From an optimization exercise on the open Yosys and OpenROAD flow, aimed at small area; shortcuts taken in it are not production practice.
RTL that was checked went through simulation tests only; none was proved equivalent to the original.
No activity file was given, so power comes from the tool's default toggle rates.

rev 12:
==> flow/design.v <==
package oled_pkg;
	localparam int CELL_W    = 12;
	localparam int SNAKE_LEN = 10;
	localparam int N_PAGES   = 4;
	localparam int N_COLS    = 128;
	localparam int BODY_IDX_W = $clog2(SNAKE_LEN);
	localparam logic [BODY_IDX_W-1:0] LAST_CELL = BODY_IDX_W'(SNAKE_LEN - 1);
	localparam int SCLK_HALF = 2;	 
	localparam int BYTE_GAP  = 4;	 
	localparam int unsigned DEF_VDD_WAIT  = 32'd50;
	localparam int unsigned DEF_RES_LOW   = 32'd40;
	localparam int unsigned DEF_VBAT_WAIT = 32'd60;
	localparam int unsigned DEF_FRAME_GAP = 32'd200;
	localparam int N_INIT_CMDS = 12;
	localparam logic [8*N_INIT_CMDS-1:0] INIT_CMDS = {	 
		8'hAE, 8'h8D, 8'h14, 8'hD9, 8'hF1, 8'h81,
		8'h0F, 8'hA0, 8'hC0, 8'hDA, 8'h00, 8'hAF
	};
	localparam logic [7:0] CMD_ADDR_MODE = 8'h20;
	localparam logic [7:0] CMD_PAGE_MODE = 8'h10;
	localparam logic [7:0] CMD_PAGE_ADDR = 8'h22;
	localparam logic [1:0] DIR_RIGHT = 2'd0;
	localparam logic [1:0] DIR_LEFT  = 2'd1;
	localparam logic [1:0] DIR_DOWN  = 2'd2;
	localparam logic [1:0] DIR_UP    = 2'd3;
	localparam logic [2:0] PS_VDD    = 3'd0;
	localparam logic [2:0] PS_SEND   = 3'd1;
	localparam logic [2:0] PS_RES_LO = 3'd2;
	localparam logic [2:0] PS_RES_HI = 3'd3;
	localparam logic [2:0] PS_VBAT   = 3'd4;
	localparam logic [2:0] PS_DONE   = 3'd5;
	localparam logic [2:0] SE_IDLE  = 3'd0;
	localparam logic [2:0] SE_PLACE = 3'd1;
	localparam logic [2:0] SE_MOVE  = 3'd2;
	localparam logic [2:0] SE_CLEAR = 3'd3;
	localparam logic [2:0] SE_DRAW  = 3'd4;
	localparam logic [2:0] FW_GAP  = 3'd0;
	localparam logic [2:0] FW_DRAW = 3'd1;
	localparam logic [2:0] FW_MODE = 3'd2;
	localparam logic [2:0] FW_PAGE = 3'd3;
	localparam logic [2:0] FW_LOAD = 3'd4;
	localparam logic [2:0] FW_DATA = 3'd5;
	typedef logic [CELL_W-1:0] cell_loc_t;
endpackage
`timescale 1ns/10ps
module oled_snake_top #(
	parameter int unsigned vdd_wait  = 50,
	parameter int unsigned res_low   = 40,
	parameter int unsigned vbat_wait = 60,
	parameter int unsigned frame_gap = 200
) (
	input  logic clk,
	input  logic rstn,
	input  logic display,
	input  logic mv_l,
	input  logic mv_r,
	input  logic mv_u,
	input  logic mv_d,
	output logic oled_res,
	output logic oled_dc,
	output logic oled_sclk,
	output logic oled_sdin,
	output logic oled_vbat,
	output logic oled_vdd,
	output logic ready
);
	localparam logic [2:0] S_VDD  = 3'd0;
	localparam logic [2:0] S_CMD  = 3'd1;	 
	localparam logic [2:0] S_RES  = 3'd2;
	localparam logic [2:0] S_VBAT = 3'd3;
	localparam logic [2:0] S_GAP  = 3'd4;
	localparam logic [2:0] S_SNK  = 3'd5;	 
	localparam logic [2:0] S_PLC  = 3'd6;	 
	localparam logic [2:0] S_DATA = 3'd7;
	localparam logic [95:0] INIT_CMDS = {
		8'hAE, 8'h8D, 8'h14, 8'hD9, 8'hF1, 8'h81,
		8'h0F, 8'hA0, 8'hC0, 8'hDA, 8'h00, 8'hAF
	};
	logic [4:0] btn_sync, rel_n;
	logic [1:0] dir_e, dir;
	logic       tog, game_on, game_on_q, place_pend, shown;
	logic [2:0] st;
	logic [5:0] P;
	logic [6:0] col;
	logic [1:0] page;
	logic [7:0] dbyte;	 
	wire  [3:0] K = dbyte[3:0];
	logic [4:0] wrow;
	logic [6:0] wcol;
	logic [1:0] M [0:8];
	assign rel_n = btn_sync & ~{display, mv_d, mv_u, mv_l, mv_r};
	wire slot     = (st == S_CMD) || (st == S_DATA);
	wire counting = (st == S_GAP) || (st == S_SNK) || (st == S_PLC) || (st == S_DATA);
	wire at_r     = (st == S_GAP) && {page, col, P} == {2'd0, 7'd3, 6'd8};
	wire do_place = at_r && place_pend;
	wire do_move  = at_r && !place_pend && game_on && shown;
	wire walk     = (st == S_DATA) && (P[5:4] == 2'b01) && (P[3:0] <= 4'd9);
	wire [3:0] s  = P[3:0];
	wire wmove    = (st == S_DATA) && P[4] && (P[3:0] <= 4'd8);
	wire wshift   = (st == S_DATA) && P == 6'd25;
	logic [7:0] cbyte;
	always_comb begin
		if (!ready)
			cbyte = INIT_CMDS[8*(11-int'(K)) +: 8];
		else case (K[2:0])
			3'd2:    cbyte = 8'h20;
			3'd3:    cbyte = 8'h10;
			3'd4:    cbyte = 8'h22;
			3'd5:    cbyte = {6'd0, page};
			3'd6:    cbyte = 8'h00;
			default: cbyte = 8'h10;
		endcase
	end
	wire [2:0] bidx  = 3'd6 - P[4:2];	 
	wire       nbit  = (st == S_DATA) ? dbyte[bidx] : cbyte[bidx];
	wire       fall  = slot && P[1:0] == 2'b00 && P >= 6'd28 && P <= 6'd56;
	assign oled_sclk = !(slot && P >= 6'd29 && P <= 6'd58 && (P[0] ^ P[1]));
	assign oled_res  = !(st == S_RES && P >= 6'd10 && P <= 6'd48);
	logic [1:0] md;
	logic       minv;
	always_comb begin
		md   = wshift ? 2'd1 : M[8];
		minv = wmove && P[5];
	end
	wire mneg = md[0] ^ minv;
	always_ff @(posedge clk) begin
		if (do_place) begin
			wrow <= 5'd0;
			wcol <= 7'd0;
		end else if (do_move || wmove || wshift) begin
			if (md[1])
				wrow <= mneg ? wrow - 5'd1 : wrow + 5'd1;
			else
				wcol <= mneg ? wcol - 7'd1 : wcol + 7'd1;
		end
		if (do_move || wmove || st == S_PLC) begin
			M[0] <= (st == S_PLC) ? 2'd0 : wmove ? M[8] : dir;
			for (int i = 1; i < 9; i++)
				M[i] <= M[i-1];
		end
		if (walk)
			dbyte[7:4] <= nbyte[7:4];
	end
	logic [7:0] nbyte;
	always_comb
		for (int b = 0; b < 8; b++)
			nbyte[b] = (dbyte[b] && s != 4'd0) ||
				(shown && wrow[4:3] == page && wcol == 7'd0 && wrow[2:0] == 3'(b));
	always_ff @(posedge clk or negedge rstn) begin
		if (!rstn) begin
			btn_sync   <= '0;
			dir_e      <= 2'd0;
			dir        <= 2'd0;
			tog        <= 1'b0;
			game_on    <= 1'b0;
			game_on_q  <= 1'b0;
			place_pend <= 1'b0;
			shown      <= 1'b0;
			st         <= S_VDD;
			P          <= 6'd39;
			col        <= '0;
			page       <= '0;
			dbyte[3:0] <= '0;
			ready      <= 1'b0;
			oled_vdd   <= 1'b1;
			oled_vbat  <= 1'b1;
			oled_dc    <= 1'b0;
			oled_sdin  <= 1'b1;
		end else begin
			btn_sync <= {display, mv_d, mv_u, mv_l, mv_r};
			if (rel_n[0])
				dir_e <= 2'd0;
			else if (rel_n[1])
				dir_e <= 2'd1;
			else if (rel_n[2])
				dir_e <= 2'd3;
			else if (rel_n[3])
				dir_e <= 2'd2;
			dir <= dir_e;
			tog <= rel_n[4];
			if (tog)
				game_on <= ~game_on;
			game_on_q <= game_on;
			oled_vdd <= 1'b0;
			if (st == S_VBAT)
				oled_vbat <= 1'b0;
			if (slot && P == 6'd26)
				oled_dc <= (st == S_DATA);
			if (fall)
				oled_sdin <= nbit;
			P <= P + 6'd1;
			if (counting && P == 6'd63)
				{page, col} <= {page, col} + 9'd1;
			case (st)
			S_VDD, S_VBAT:
				if (P == 6'd24)
					st <= S_CMD;
			S_RES:	 
				if (P == 6'd63)
					st <= S_VDD;
			S_CMD: if (P == 6'd63) begin
				P <= 6'd25;
				dbyte[3:0] <= K + 4'd1;
				if (ready) begin
					if (K[2:0] == 3'd7) begin
						st <= S_DATA;
						P  <= 6'd16;
					end
				end else if (K == 4'd0) begin
					st <= S_RES;
					P  <= 6'd9;
				end else if (K == 4'd4) begin
					st <= S_VBAT;
					P  <= 6'd29;
				end else if (K == 4'd11) begin
					st    <= S_GAP;
					ready <= 1'b1;
					P     <= 6'd0;
				end
			end
			S_GAP: if (at_r) begin
				st   <= place_pend ? S_PLC : S_SNK;
				page <= 2'd3;
				col  <= 7'd64;
				if (place_pend || (game_on && shown))
					P <= 6'd4;
				else if (shown)
					P <= 6'd14;
				else
					P <= 6'd24;
				if (place_pend) begin
					place_pend <= 1'b0;
					shown      <= 1'b1;
				end
			end
			S_SNK, S_PLC: if ({page, col, P} == {2'd0, 7'd0, 6'd24}) begin
				st <= S_CMD;
				dbyte[3:0] <= 4'd2;
			end
			default: if (P == 6'd63) begin	 
				P <= 6'd16;
				if (col == 7'd127) begin
					if (page == 2'd3) begin
						st <= S_GAP;
						P  <= 6'd0;
					end else begin
						st <= S_CMD;
						dbyte[3:0] <= 4'd4;
						P  <= 6'd25;
					end
				end
			end
			endcase
			if (game_on && !game_on_q)
				place_pend <= 1'b1;
			if (walk)
				dbyte[3:0] <= nbyte[3:0];
		end
	end
endmodule
export LEC_CHECK = 0
export ABC_AREA = 1
export CAP_MARGIN = 20
export CORE_MARGIN = 2
export CORE_UTILIZATION = 40
export SLEW_MARGIN = 20
create_clock -name core_clock -period 25.0 [get_ports {clk}]
run.sh (not shown) runs the stock make flow with config.mk's settings and CLKGATE_MAP_FILE= SYNTH_SCRIPT=/design/flow/synth_recipe.tcl, a recipe that flattens the netlist after the stock synthesis.
## Diff of input files: rev 13 against rev 12
--- a/flow/design.v
+++ b/flow/design.v
@@ -75,21 +75,21 @@
 	localparam logic [95:0] INIT_CMDS = {
 		8'hAE, 8'h8D, 8'h14, 8'hD9, 8'hF1, 8'h81,
 		8'h0F, 8'hA0, 8'hC0, 8'hDA, 8'h00, 8'hAF
 	};
-	logic [4:0] btn_sync, rel_n;
-	logic [1:0] dir_e, dir;
-	logic       tog, game_on, game_on_q, place_pend, shown;
+	logic [4:0] btn_sync, btn_prev, released;
+	logic [1:0] dir;
+	logic       game_on, game_on_q, place_pend, shown;
 	logic [2:0] st;
 	logic [5:0] P;
 	logic [6:0] col;
 	logic [1:0] page;
-	logic [7:0] dbyte;	 
-	wire  [3:0] K = dbyte[3:0];
+	logic [3:0] K;
+	logic [7:0] dbyte;
 	logic [4:0] wrow;
 	logic [6:0] wcol;
 	logic [1:0] M [0:8];
-	assign rel_n = btn_sync & ~{display, mv_d, mv_u, mv_l, mv_r};
+	assign released = btn_prev & ~btn_sync;
 	wire slot     = (st == S_CMD) || (st == S_DATA);
 	wire counting = (st == S_GAP) || (st == S_SNK) || (st == S_PLC) || (st == S_DATA);
 	wire at_r     = (st == S_GAP) && {page, col, P} == {2'd0, 7'd3, 6'd8};
 	wire do_place = at_r && place_pend;
@@ -137,49 +137,45 @@
 			M[0] <= (st == S_PLC) ? 2'd0 : wmove ? M[8] : dir;
 			for (int i = 1; i < 9; i++)
 				M[i] <= M[i-1];
 		end
-		if (walk)
-			dbyte[7:4] <= nbyte[7:4];
-	end
-	logic [7:0] nbyte;
-	always_comb
-		for (int b = 0; b < 8; b++)
-			nbyte[b] = (dbyte[b] && s != 4'd0) ||
-				(shown && wrow[4:3] == page && wcol == 7'd0 && wrow[2:0] == 3'(b));
+		if (walk) begin
+			for (int b = 0; b < 8; b++)
+				dbyte[b] <= (dbyte[b] && s != 4'd0) ||
+					(shown && wrow[4:3] == page && wcol == 7'd0 && wrow[2:0] == 3'(b));
+		end
+	end
 	always_ff @(posedge clk or negedge rstn) begin
 		if (!rstn) begin
 			btn_sync   <= '0;
-			dir_e      <= 2'd0;
+			btn_prev   <= '0;
 			dir        <= 2'd0;
-			tog        <= 1'b0;
 			game_on    <= 1'b0;
 			game_on_q  <= 1'b0;
 			place_pend <= 1'b0;
 			shown      <= 1'b0;
 			st         <= S_VDD;
 			P          <= 6'd39;
 			col        <= '0;
 			page       <= '0;
-			dbyte[3:0] <= '0;
+			K          <= '0;
 			ready      <= 1'b0;
 			oled_vdd   <= 1'b1;
 			oled_vbat  <= 1'b1;
 			oled_dc    <= 1'b0;
 			oled_sdin  <= 1'b1;
 		end else begin
 			btn_sync <= {display, mv_d, mv_u, mv_l, mv_r};
-			if (rel_n[0])
-				dir_e <= 2'd0;
-			else if (rel_n[1])
-				dir_e <= 2'd1;
-			else if (rel_n[2])
-				dir_e <= 2'd3;
-			else if (rel_n[3])
-				dir_e <= 2'd2;
-			dir <= dir_e;
-			tog <= rel_n[4];
-			if (tog)
+			btn_prev <= btn_sync;
+			if (released[0])
+				dir <= 2'd0;
+			else if (released[1])
+				dir <= 2'd1;
+			else if (released[2])
+				dir <= 2'd3;
+			else if (released[3])
+				dir <= 2'd2;
+			if (released[4])
 				game_on <= ~game_on;
 			game_on_q <= game_on;
 			oled_vdd <= 1'b0;
 			if (st == S_VBAT)
@@ -199,9 +195,9 @@
 				if (P == 6'd63)
 					st <= S_VDD;
 			S_CMD: if (P == 6'd63) begin
 				P <= 6'd25;
-				dbyte[3:0] <= K + 4'd1;
+				K <= K + 4'd1;
 				if (ready) begin
 					if (K[2:0] == 3'd7) begin
 						st <= S_DATA;
 						P  <= 6'd16;
@@ -234,9 +230,9 @@
 				end
 			end
 			S_SNK, S_PLC: if ({page, col, P} == {2'd0, 7'd0, 6'd24}) begin
 				st <= S_CMD;
-				dbyte[3:0] <= 4'd2;
+				K  <= 4'd2;
 			end
 			default: if (P == 6'd63) begin	 
 				P <= 6'd16;
 				if (col == 7'd127) begin
@@ -244,17 +240,15 @@
 						st <= S_GAP;
 						P  <= 6'd0;
 					end else begin
 						st <= S_CMD;
-						dbyte[3:0] <= 4'd4;
+						K  <= 4'd4;
 						P  <= 6'd25;
 					end
 				end
 			end
 			endcase
 			if (game_on && !game_on_q)
 				place_pend <= 1'b1;
-			if (walk)
-				dbyte[3:0] <= nbyte[3:0];
 		end
 	end
 endmodule
--- outcome ---
Relative to rev 12, routed wire length has decreased by about 4% in rev 13. Rev 13 vs rev 12: synthesized cell count down by a few percent. Relative to rev 12, the layout overhead on the synthesized area of rev 13 is higher by 0.71 points. Relative to rev 12, area occupied by multi-input gates increased by about 0.4% in rev 13. The higher clock group share of total power came out of rev 13. Cmp rev 13 vs rev 12: fraction of final layout cells with drive strength greater than 1 higher in rev 13. Rev 13 vs. rev 12: global routing usage on met1 went down by 3.2 points. Between rev 12 and rev 13, combined global-route utilization of all metal layers decreased.
Only the layout flow was run in rev 13; the RTL was not checked for function there.

==> separate check: timing with driven ports <==
The results above use ideal ports. As a check the final layouts listed here were re-extracted and re-timed, cells and wires unchanged. Step 1, drivers: a clkbuf_16 drives clk and a buf_2 each remaining input, both assumed. Step 2 moves the port delays by t, midway between the first and last clock arrival at a register: inputs arrive t later, outputs are due t later. That takes back most of the time a late clock gives input paths. Three values: ideal, step 1, step 2; two values: the first two.
run	shift t [ns]	slack for setup (ns)	hold WS [ns]	latest minus earliest clock arrival (ns)	worst slew at a driven data input, ns
rev 12	0.371	17.390 / 17.353 / 17.724	0.376 / 0.376 / 0.376	0.006 / 0.006	0.03
rev 13	0.383	17.443 / 17.405 / 17.787	0.372 / 0.372 / 0.372	0.006 / 0.007	0.03
After both steps every run listed still meets setup and hold.
